Source: an optimization exercise on an open RTL-to-GDS flow (aim: small area, a short achievable clock period and few clock cycles per item). Production flows keep margins and buffers that such runs may drop. Where RTL was checked, it was by simulation tests only, not by an equivalence proof against the original. The flow treats the clock pin as an ideal source. Dropping or thinning the clock tree relies on that and would not hold on a real chip. No activity file was given, so power comes from the tool's default toggle rates.

==> module fetch_top, before the edit <==
module fetch_top #(
    parameter int LO_W    = 6,
    parameter int CREDITS = 2
) (
    input  logic        clk,
    input  logic        rst_n_i,
    input  logic        redirect_valid_i,
    input  logic [31:0] redirect_pc_i,
    input  logic        credit_return_i,
    input  logic [7:0]  mem_data_i,
    output logic        fetch_valid_o,
    output logic [31:0] fetch_pc_o,
    output logic [31:0] fetch_insn_o,
    output logic        mem_rd_o,
    output logic [31:0] mem_addr_o
);
    localparam int LO = LO_W + 2;
    logic [31:LO]   hi_q;
    logic [LO-1:2]  rd_lo_q;
    logic [LO-1:2]  dl_lo_q;
    logic [1:0]     off_q;       
    logic [31:0]    insn_q;      
    logic           done_q;      
    logic           valid_q;     
    logic           carry_q;     
    logic [1:0]     occ_q;       
    logic           room;
    logic           last;
    logic           take;
    logic           wrap;
    assign room = (occ_q + {1'b0, valid_q}) < 2'(CREDITS);
    assign last = (off_q == 2'd3) && !carry_q;
    assign take = last && room;
    assign wrap = &rd_lo_q;
    always_ff @(posedge clk) begin
        if (!rst_n_i) begin
            hi_q    <= '0;
            rd_lo_q <= '0;
            off_q   <= 2'd0;
            done_q  <= 1'b0;
            valid_q <= 1'b0;
            carry_q <= 1'b0;
            occ_q   <= 2'd0;
        end else begin
            occ_q <= occ_q + {1'b0, valid_q} - {1'b0, credit_return_i};
            if (redirect_valid_i) begin
                hi_q    <= redirect_pc_i[31:LO];
                rd_lo_q <= redirect_pc_i[LO-1:2];
                off_q   <= 2'd0;
                done_q  <= 1'b0;
                valid_q <= 1'b0;
                carry_q <= 1'b0;
            end else begin
                done_q  <= take;
                valid_q <= done_q;
                if (!carry_q) begin
                    off_q <= off_q + 2'd1;
                end
                if (take) begin
                    rd_lo_q <= rd_lo_q + 1'b1;
                    carry_q <= wrap;
                end
                if (carry_q && valid_q) begin
                    hi_q    <= hi_q + 1'b1;
                    carry_q <= 1'b0;
                end
            end
        end
    end
    always_ff @(posedge clk) begin
        insn_q <= {mem_data_i, insn_q[31:8]};
        if (take) begin
            dl_lo_q <= rd_lo_q;
        end
    end
    assign mem_rd_o      = 1'b1;
    assign mem_addr_o    = {hi_q, rd_lo_q, off_q};
    assign fetch_valid_o = valid_q;
    assign fetch_pc_o    = {hi_q, dl_lo_q, 2'b00};
    assign fetch_insn_o  = insn_q;
endmodule
clock: 7.0 ns
lec_check: 0
cap_margin: 20
core_margin: 2
core_utilization: 40
place_density: 0.8
setup_slack_margin: 4.7
slew_margin: 20
standard.sh (not shown) runs the stock make flow with config.mk's settings and CLKGATE_MAP_FILE= SYNTH_SCRIPT=/design/flow/synth_recipe.tcl, a recipe that flattens the netlist after the stock synthesis.
==> flow/flow/run.sh <==
#!/bin/bash
# standard layout with plain buf_1 port buffers and a one-level clock tree
set -euo pipefail
export BUFFER_PORTS_ARGS="-buffer_cell sky130_fd_sc_hd__buf_1"
export CTS_ARGS="-sink_clustering_enable -repair_clock_nets -dont_use_dummy_load"
export POST_CTS_TCL="$PWD/flow/post_cts.tcl"
bash standard.sh > flow_standard.log 2>&1
Other scripts of this flow, unchanged in this note and not shown: flow/flow/post_cts.tcl
Testbench counts at the start, summed over its fixed seeds: cycles 69,980, items 16,000.
==> next run, changes <==
--- a/flow/design.v
+++ b/flow/design.v
@@ -28,5 +28,5 @@
 `timescale 1ns/1ns
 module fetch_top #(
-    parameter int LO_W    = 6,
+    parameter int LO_W    = 7,
     parameter int CREDITS = 2
 ) (
After rerunning:
- design area goes up by roughly a tenth
- power goes up by a few percent
- via count goes up by roughly a tenth
- sequential share of layout area goes down by 3.5 points
- critical path depth goes up by 1
- worst setup slack gets worse by 0.18 ns
- combinational power goes up by a quarter to a third
- global-route usage goes up by 2.0 points
- routed wire length goes up by a quarter to a third
- synthesized cell count goes up by a few percent
- final cell count goes up by a few percent
- sequential power goes up slightly
- hold slack gets worse by 0.0047 ns
The RTL of the second run of this note was laid out without a check of its function. No run of this note takes its clock network from TritonCTS; it comes from the design's own scripts or RTL.

========
fetch_top, a different RTL version from the one above (not shown whole).
Size: about 75 flip-flops, roughly 140 I/O pins, roughly 0.0029 sq mm of cells after synthesis.
==> flow/design.v (excerpt) <==
module fetch_top #(
    parameter int LO_W    = 6,
    parameter int CREDITS = 2
) (
    input  logic        clk,
    input  logic        rst_n_i,
    input  logic        redirect_valid_i,
    input  logic [31:0] redirect_pc_i,
    input  logic        credit_return_i,
    input  logic [7:0]  mem_data_i,
    output logic        fetch_valid_o,
    output logic [31:0] fetch_pc_o,
    output logic [31:0] fetch_insn_o,
    output logic        mem_rd_o,
    output logic [31:0] mem_addr_o
);
    localparam int LO = LO_W + 2;
    logic [31:LO]   hi_q;
    logic [LO-1:2]  rd_lo_q;
    logic [LO-1:2]  dl_lo_q;
    logic [1:0]     off_q;       
    logic [31:0]    insn_q;      
    logic           done_q;      
    logic           valid_q;     
    logic           carry_q;     
    logic [1:0]     occ_q;       
    logic           room;
    logic           last;
    logic           take;
    logic           wrap;
    assign room = (occ_q + {1'b0, valid_q}) < 2'(CREDITS);
    assign last = (off_q == 2'd3) && !carry_q;
    assign take = last && room;
    assign wrap = &rd_lo_q;
    always_ff @(posedge clk) begin
        if (!rst_n_i) begin
            hi_q    <= '0;
            rd_lo_q <= '0;
            off_q   <= 2'd0;
            done_q  <= 1'b0;
            valid_q <= 1'b0;
            carry_q <= 1'b0;
            occ_q   <= 2'd0;
        end else begin
            occ_q <= occ_q + {1'b0, valid_q} - {1'b0, credit_return_i};
            if (redirect_valid_i) begin
                hi_q    <= redirect_pc_i[31:LO];
                rd_lo_q <= redirect_pc_i[LO-1:2];
  ...
==> module fetch_top, before the edit <==
module fetch_top #(
    parameter int LO_W    = 6,
    parameter int CREDITS = 2
) (
    input  logic        clk,
    input  logic        rst_n_i,
    input  logic        redirect_valid_i,
    input  logic [31:0] redirect_pc_i,
    input  logic        credit_return_i,
    input  logic [7:0]  mem_data_i,
    output logic        fetch_valid_o,
    output logic [31:0] fetch_pc_o,
    output logic [31:0] fetch_insn_o,
    output logic        mem_rd_o,
    output logic [31:0] mem_addr_o
);
    localparam int LO = LO_W + 2;
    logic [31:LO]   hi_q;
    logic [LO-1:2]  rd_lo_q;
    logic [LO-1:2]  dl_lo_q;
    logic [1:0]     off_q;       
    logic [31:0]    insn_q;      
    logic           done_q;      
    logic           valid_q;     
    logic           carry_q;     
    logic [1:0]     occ_q;       
    logic           room;
    logic           last;
    logic           take;
    logic           wrap;
    assign room = (occ_q + {1'b0, valid_q}) < 2'(CREDITS);
    assign last = (off_q == 2'd3) && !carry_q;
    assign take = last && room;
    assign wrap = &rd_lo_q;
    always_ff @(posedge clk) begin
        if (!rst_n_i) begin
            hi_q    <= '0;
            rd_lo_q <= '0;
            off_q   <= 2'd0;
            done_q  <= 1'b0;
            valid_q <= 1'b0;
            carry_q <= 1'b0;
            occ_q   <= 2'd0;
        end else begin
            occ_q <= occ_q + {1'b0, valid_q} - {1'b0, credit_return_i};
            if (redirect_valid_i) begin
                hi_q    <= redirect_pc_i[31:LO];
                rd_lo_q <= redirect_pc_i[LO-1:2];
                off_q   <= 2'd0;
                done_q  <= 1'b0;
                valid_q <= 1'b0;
                carry_q <= 1'b0;
            end else begin
                done_q  <= take;
                valid_q <= done_q;
                if (!carry_q) begin
                    off_q <= off_q + 2'd1;
                end
                if (take) begin
                    rd_lo_q <= rd_lo_q + 1'b1;
                    carry_q <= wrap;
                end
                hi_q <= hi_q + (carry_q & valid_q);
                if (carry_q && valid_q) begin
                    carry_q <= 1'b0;
                end
            end
        end
    end
    always_ff @(posedge clk) begin
        insn_q <= {mem_data_i, insn_q[31:8]};
        if (take) begin
            dl_lo_q <= rd_lo_q;
        end
    end
    assign mem_rd_o      = 1'b1;
    assign mem_addr_o    = {hi_q, rd_lo_q, off_q};
    assign fetch_valid_o = valid_q;
    assign fetch_pc_o    = {hi_q, dl_lo_q, 2'b00};
    assign fetch_insn_o  = insn_q;
endmodule
export LEC_CHECK = 0
export CAP_MARGIN = 20
export CORE_MARGIN = 2
export CORE_UTILIZATION = 40
export SETUP_SLACK_MARGIN = 4.6
export SLEW_MARGIN = 20
create_clock -name core_clock -period 7.0 [get_ports {clk}]
==> flow/flow/run.sh <==
#!/bin/bash
# standard layout with plain buf_1 port buffers and adjusted clock tree options
set -euo pipefail
export BUFFER_PORTS_ARGS="-buffer_cell sky130_fd_sc_hd__buf_1"
export CTS_ARGS="-sink_clustering_enable -repair_clock_nets -dont_use_dummy_load"
bash standard.sh > flow_standard.log 2>&1
Next try:
--- a/flow/design.v
+++ b/flow/design.v
@@ -28,5 +28,5 @@
 `timescale 1ns/1ns
 module fetch_top #(
-    parameter int LO_W    = 6,
+    parameter int LO_W    = 4,
     parameter int CREDITS = 2
 ) (
@@ -89,6 +89,6 @@
                     carry_q <= wrap;
                 end
-                hi_q <= hi_q + (carry_q & valid_q);
                 if (carry_q && valid_q) begin
+                    hi_q    <= hi_q + 1'b1;
                     carry_q <= 1'b0;
                 end
After rerunning: Design area goes up by 1.4%; count of clock-buffer cells in the layout is unchanged; wire length went up by 10%; utilization rose by 0.66 points; synthesized area rose by 0.51%; global-route usage rose by 0.39 points; register-to-register slack improves by 40 ps; worst setup slack improves by 13 ps; final cell count rises by 2.6%.
No functional check of the RTL was part of any run of this note.

========
Another version of the RTL of fetch_top (not shown whole).
Size in the first run: about 74 flip-flops, ~140 I/O pins.
==> module fetch_top, before the edit <==
module fetch_top #(
    parameter int LO_W    = 5,
    parameter int CREDITS = 2
) (
    input  logic        clk,
    input  logic        rst_n_i,
    input  logic        redirect_valid_i,
    input  logic [31:0] redirect_pc_i,
    input  logic        credit_return_i,
    input  logic [7:0]  mem_data_i,
    output logic        fetch_valid_o,
    output logic [31:0] fetch_pc_o,
    output logic [31:0] fetch_insn_o,
    output logic        mem_rd_o,
    output logic [31:0] mem_addr_o
);
    localparam int LO = LO_W + 2;
    logic [31:LO]   hi_q;
    logic [LO-1:2]  rd_lo_q;
    logic [LO-1:2]  dl_lo_q;
    logic [1:0]     off_q;       
    logic [31:0]    insn_q;      
    logic           done_q;      
    logic           valid_q;     
    logic           carry_q;     
    logic [1:0]     occ_q;       
    logic           room;
    logic           last;
    logic           take;
    logic           wrap;
    assign room = (occ_q + {1'b0, valid_q}) < 2'(CREDITS);
    assign last = (off_q == 2'd3) && !carry_q;
    assign take = last && room;
    assign wrap = &rd_lo_q;
    always_ff @(posedge clk) begin
        if (!rst_n_i) begin
            hi_q    <= '0;
            rd_lo_q <= '0;
            off_q   <= 2'd0;
            done_q  <= 1'b0;
            valid_q <= 1'b0;
            carry_q <= 1'b0;
            occ_q   <= 2'd0;
        end else begin
            occ_q <= occ_q + {1'b0, valid_q} - {1'b0, credit_return_i};
            if (redirect_valid_i) begin
                hi_q    <= redirect_pc_i[31:LO];
                rd_lo_q <= redirect_pc_i[LO-1:2];
                off_q   <= 2'd0;
                done_q  <= 1'b0;
                valid_q <= 1'b0;
                carry_q <= 1'b0;
            end else begin
                done_q  <= take;
                valid_q <= done_q;
                if (!carry_q) begin
                    off_q <= off_q + 2'd1;
                end
                if (take) begin
                    rd_lo_q <= rd_lo_q + 1'b1;
                    carry_q <= wrap;
                end
                if (carry_q && valid_q) begin
                    hi_q    <= hi_q + 1'b1;
                    carry_q <= 1'b0;
                end
            end
        end
    end
    always_ff @(posedge clk) begin
        insn_q <= {mem_data_i, insn_q[31:8]};
        if (take) begin
            dl_lo_q <= rd_lo_q;
        end
    end
    assign mem_rd_o      = 1'b1;
    assign mem_addr_o    = {hi_q, rd_lo_q, off_q};
    assign fetch_valid_o = valid_q;
    assign fetch_pc_o    = {hi_q, dl_lo_q, 2'b00};
    assign fetch_insn_o  = insn_q;
endmodule
clock: 7.0 ns
lec_check: 0
cap_margin: 20
core_margin: 2
core_utilization: 40
place_density: 0.8
setup_slack_margin: 4.7
slew_margin: 20
==> flow/flow/run.sh <==
#!/bin/bash
# standard layout with plain buf_1 port buffers and a one-level clock tree
set -euo pipefail
export BUFFER_PORTS_ARGS="-buffer_cell sky130_fd_sc_hd__buf_1"
export CTS_ARGS="-sink_clustering_enable -repair_clock_nets -dont_use_dummy_load"
export POST_CTS_TCL="$PWD/flow/post_cts.tcl"
bash standard.sh > flow_standard.log 2>&1
Other scripts of this flow, unchanged in this note and not shown: flow/flow/post_cts.tcl
Testbench counts at the start, summed over its fixed seeds: cycles 70,352, items 16,000.
Then changed:
--- a/flow/design.v
+++ b/flow/design.v
@@ -24,13 +24,13 @@
         addr_t      pc;
         insn_word_u data;
     } fill_t;
 endpackage
 `timescale 1ns/1ns
 module fetch_top #(
-    parameter int LO_W    = 5,
+    parameter int LO_W    = 4,
     parameter int CREDITS = 2
 ) (
     input  logic        clk,
     input  logic        rst_n_i,
     input  logic        redirect_valid_i,
     input  logic [31:0] redirect_pc_i,
The new run produced a clean layout; register-to-register slack is better by 30 ps; cell area climbs by 3.3%; sequential share of layout area drops by 1.9 points; final cell count climbs by 3.9%; wire length climbs by 7.6%; power hardly moves; global-route usage climbs by 1.0 points; die area climbs by 0.41%; first-iteration DRC count climbs by 40%; core utilization climbs by 1.6 points; worst hold slack barely changes; clock power barely changes.
For the second run of this note, only the layout was checked, not whether the RTL still works. In every run of this note, the design's own scripts or RTL, not TritonCTS, make the clock network.

what the ideal ports hide:
The results above use ideal ports. As a check the final layouts listed here were re-extracted and re-timed, cells and wires unchanged. Step 1 (the two cells are an assumption about what drives the block):
set clk [get_ports {clk}]
set_driving_cell -lib_cell sky130_fd_sc_hd__clkbuf_16 $clk
set_driving_cell -lib_cell sky130_fd_sc_hd__buf_2 [delete_from_list [all_inputs] $clk]
Step 2 moves the port delays by t, midway between the first and last clock arrival at a register: inputs arrive t later, outputs are due t later. That takes back most of the time a late clock gives input paths. Slacks: no drivers / after step 1 / after step 2; pairs: no drivers / after step 1.
run	t, ns	setup slack, ns	slew at the worst register clock pin (ns)	worst data-port slew with drivers (ns)
the first run of note 1	0.220	4.798 / 4.781 / 4.603	0.12 / 0.11	0.05
the second run of note 1	0.223	4.623 / 4.631 / 4.408	0.12 / 0.12	0.06
the first run of note 2	0.351	4.655 / 4.627 / 4.470	0.08 / 0.08	0.04
the second run of note 2	0.363	4.668 / 4.638 / 4.315	0.09 / 0.09	0.05
the first run of note 3	0.217	4.765 / 4.791 / 4.580	0.11 / 0.11	0.04
the second run of note 3	0.225	4.729 / 4.746 / 4.521	0.12 / 0.12	0.05
After both steps every run listed still meets setup and hold. The setup slack of the second run of note 2, which loses most, moves by -0.030 ns with the drivers and by -0.353 ns with both steps.
